Context: an optimization exercise on an open-source flow, tuned for small area. The choices shown serve that exercise and are no tape-out recipe. The RTL was checked by simulation tests, not by an equivalence proof against the original design. Power and IR drop assume default switching activity.

Design branch_predictor, start of the top module:
module branch_predictor
#(
    parameter int unsigned XLEN    = branch_predictor_pkg::XLEN,
    parameter int unsigned ENTRIES = 16,
    parameter int unsigned IDX_W   = $clog2(ENTRIES)
)
(
    input  logic            clk,
    input  logic            rst_n,
    input  logic [XLEN-1:0] if_pc,
    output logic            pred_taken,
    output logic [XLEN-1:0] pred_target,
    input  logic            ex_valid,
    input  logic [XLEN-1:0] ex_pc,
    input  logic            ex_is_branch,
    input  logic            ex_is_jump,
    input  logic            ex_taken,
    input  logic [XLEN-1:0] ex_target,
    input  logic            ex_pred_taken,
    input  logic [XLEN-1:0] ex_pred_target,
    output logic            flush,
    output logic [XLEN-1:0] redirect_pc,
    output logic [31:0]     stat_branches,
    output logic [31:0]     stat_mispred
);
Size in the first run: ~2000 cells after synthesis, about 1100 flip-flops.
Settings: LEC_CHECK=0, CAP_MARGIN=20, CORE_MARGIN=2, CORE_UTILIZATION=40, SLEW_MARGIN=20, SYNTH_HIERARCHICAL=1; clock period 7.0 ns.
standard.sh (not shown) runs the stock make flow with config.mk's settings and CLKGATE_MAP_FILE= SYNTH_SCRIPT=/design/flow/synth_recipe.tcl, a recipe that flattens the netlist after the stock synthesis.
==> flow/flow/run.sh <==
#!/bin/bash
# Layout flow: the standard flow (standard.sh, standard synthesis
# unchanged), with two layout choices made through ORFS variables:
#  - port buffers use the smallest buffer cell, sky130_fd_sc_hd__buf_1;
#  - clock tree built from clkbuf_4/clkbuf_8 in clusters of 16 sinks,
#    without dummy balancing loads.
# All tool output goes to flow.log here; ORFS also keeps per-step logs
# under orfs/logs/.
set -euo pipefail
cd "$(dirname "$0")/.."

export BUFFER_PORTS_ARGS="-buffer_cell sky130_fd_sc_hd__buf_1"
export CTS_ARGS="-sink_clustering_enable -repair_clock_nets -dont_use_dummy_load -buf_list {sky130_fd_sc_hd__clkbuf_4} -sink_clustering_size 10 -sink_clustering_max_diameter 40"

bash standard.sh > flow.log 2>&1
The starting point finished with timing, DRC and antenna clean.
Edit:
--- a/flow/flow/run.sh
+++ b/flow/flow/run.sh
@@ -12,3 +12,3 @@
 export BUFFER_PORTS_ARGS="-buffer_cell sky130_fd_sc_hd__buf_1"
-export CTS_ARGS="-sink_clustering_enable -repair_clock_nets -dont_use_dummy_load -buf_list {sky130_fd_sc_hd__clkbuf_4} -sink_clustering_size 10 -sink_clustering_max_diameter 40"
+export CTS_ARGS="-sink_clustering_enable -repair_clock_nets -dont_use_dummy_load -buf_list {sky130_fd_sc_hd__clkbuf_4 sky130_fd_sc_hd__clkbuf_8} -sink_clustering_size 16 -sink_clustering_max_diameter 60"
 
- CORE_UTILIZATION: 40 -> 75
- PLACE_DENSITY: not set -> 0.85
=> The changed run completed without violations; die area went down by 46%; final area drops by 2.3%; worst setup slack gets better by 120 ps; via count goes up by 3.2%; non-clock buffer count falls by 13; sequential power hardly moves; area after synthesis does not change; routed wire length is lower by 6.4%; sequential share of layout area went up by 1.7 points; synthesized cell count is unchanged.
Edit:
- CORE_UTILIZATION: 75 -> 40
- PLACE_DENSITY: 0.85 -> not set
Clock skew falls by 15 ps.
Global-route usage came out lower by 17 points.
Sequential share of layout area shrinks by 1.8 points.
Non-clock buffer count grows by 13.
Critical path depth falls by 2.
Power goes up by 1.3%.
Via count fell by 5.2%.
Edit:
==> flow/run.sh (new file) <==
#!/bin/bash
# synth_recipe.tcl (not shown) runs the flow's synth.tcl, then flattens the netlist and writes it again
# the make line also repeats each setting of config.mk as NAME=value (left out here)
make -C /OpenROAD-flow-scripts/flow DESIGN_CONFIG=/design/flow/config.mk WORK_HOME=/design/flow/orfs CLKGATE_MAP_FILE= SYNTH_SCRIPT=/design/flow/synth_recipe.tcl finish
- CTS_BUF_LIST: not set -> sky130_fd_sc_hd__clkbuf_8
- CTS_CLUSTER_DIAMETER: not set -> 50
- CTS_CLUSTER_SIZE: not set -> 18
removed: flow/flow/run.sh
removed: flow/standard.sh
Outcome: Cell area went up by 8.2%. Routed wire length went up by 3.0%. Synthesized cell count stays the same. Sequential share of layout area went down by 5.4 points. Worst hold slack degrades by 8.2 ps. Combinational power went up by 20%. Power went up by 16%. Global-route usage went up by 0.66 points. Die area does not change. Worst setup slack degrades by 140 ps. Clock power went up by 55%.

---

== oak ==
Another version of the RTL of branch_predictor (not shown whole).
For scale: ~2100 cells after synthesis, about 1100 flip-flops, roughly 270 I/O pins, roughly 0.040 sq mm of cells after synthesis.
==> flow/config.mk <==
export PLATFORM = sky130hd
export DESIGN_NAME = branch_predictor
export DESIGN_NICKNAME = branch_predictor
export VERILOG_FILES = /design/flow/design.v
export SDC_FILE = /design/flow/constraint.sdc
export NUM_CORES = 4
export LEC_CHECK = 0
export CAP_MARGIN = 20
export CORE_MARGIN = 2
export CORE_UTILIZATION = 75
export PLACE_DENSITY = 0.85
export SLEW_MARGIN = 20
export SYNTH_HIERARCHICAL = 1
==> flow/constraint.sdc <==
create_clock -name core_clock -period 7.0 [get_ports {clk}]
set_input_delay 1.4000 -clock core_clock [delete_from_list [all_inputs] [get_ports {clk}]]
set_output_delay 1.4000 -clock core_clock [all_outputs]
set_load 0.01 [all_outputs]
==> flow/flow/run.sh <==
#!/bin/bash
# Layout flow: the standard flow (standard.sh, standard synthesis
# unchanged), with two layout choices made through ORFS variables:
#  - port buffers use the smallest buffer cell, sky130_fd_sc_hd__buf_1;
#  - clock tree built from clkbuf_4/clkbuf_8 in clusters of 16 sinks,
#    without dummy balancing loads.
# All tool output goes to flow.log here; ORFS also keeps per-step logs
# under orfs/logs/.
set -euo pipefail
cd "$(dirname "$0")/.."

export BUFFER_PORTS_ARGS="-buffer_cell sky130_fd_sc_hd__buf_1"
export CTS_ARGS="-sink_clustering_enable -repair_clock_nets -dont_use_dummy_load -buf_list {sky130_fd_sc_hd__clkbuf_4 sky130_fd_sc_hd__clkbuf_8} -sink_clustering_size 16 -sink_clustering_max_diameter 60"

bash standard.sh > flow.log 2>&1
oak reached the final stage; the timing, design-rule and antenna checks on its layout passed.
Input changes introduced in pine (baseline for comparison: oak):
==> flow/flow/run.sh <==
#!/bin/bash
# Layout flow: the standard flow (standard.sh, standard synthesis
# unchanged), with two layout choices made through ORFS variables:
#  - port buffers use the smallest buffer cell, sky130_fd_sc_hd__buf_1;
#  - clock tree built from clkbuf_4/clkbuf_8 in clusters of 18 sinks,
#    without dummy balancing loads.
# All tool output goes to flow.log here; ORFS also keeps per-step logs
# under orfs/logs/.
set -euo pipefail
cd "$(dirname "$0")/.."

export BUFFER_PORTS_ARGS="-buffer_cell sky130_fd_sc_hd__buf_1"
export CTS_ARGS="-sink_clustering_enable -repair_clock_nets -dont_use_dummy_load -buf_list {sky130_fd_sc_hd__clkbuf_4 sky130_fd_sc_hd__clkbuf_8} -sink_clustering_size 18 -sink_clustering_max_diameter 60"

bash standard.sh > flow.log 2>&1
--- outcome ---
Final cell count without fillers: pine vs oak, no meaningful difference. Between oak and pine, global routing usage on met3 decreased. Re number of max-cap violations: no difference whatsoever between pine and oak. Row flip-flop and latch share of the layout cell area: pine higher / oak lower. pine and oak ended up with roughly the same switching part of the total. The lower shortest clock period the worst path allows after layout came out of oak. pine vs oak: period utilization up in pine. In the flow results for oak and pine, the routed wire length is larger on oak.

what the ideal ports hide:
No port has a modelled driver above. Below, the same layouts with a new extraction and two added sets of constraints. Step 1, drivers: a clkbuf_16 drives clk and a buf_2 each remaining input, both assumed. Step 2 times the ports against the registers' clock, not the clock port: input delays grow and output delays shrink by t, the midpoint of the rising clock arrivals with the driver on. Slacks: ideal ports / drivers / drivers and shift; pairs: ideal ports / drivers.
run | t, ns | setup WS [ns] | hold slack, ns | clock arrival spread, ns | slew at the worst register clock pin (ns)
the first run of note 1 | 1.052 | 0.411 / 0.357 / 0.357 | 0.322 / 0.282 / 0.497 | 0.156 / 0.156 | 0.12 / 0.12
the second run of note 1 | 0.737 | 0.534 / 0.505 / 0.505 | 0.497 / 0.497 / 0.497 | 0.079 / 0.078 | 0.10 / 0.10
the third run of note 1 | 0.763 | 0.448 / 0.398 / 0.398 | 0.494 / 0.494 / 0.494 | 0.112 / 0.113 | 0.10 / 0.10
the fourth run of note 1 | 0.822 | 0.309 / 0.282 / 0.282 | 0.486 / 0.486 / 0.486 | 0.053 / 0.053 | 0.11 / 0.11
oak | 0.734 | 0.556 / 0.490 / 0.490 | 0.503 / 0.503 / 0.503 | 0.079 / 0.079 | 0.10 / 0.10
pine | 0.714 | 0.473 / 0.415 / 0.415 | 0.496 / 0.496 / 0.496 | 0.094 / 0.095 | 0.11 / 0.11
After both steps setup and hold are still met in every run listed. The setup slack of oak, which loses most, moves by -0.066 ns with the drivers and by -0.066 ns with both steps.
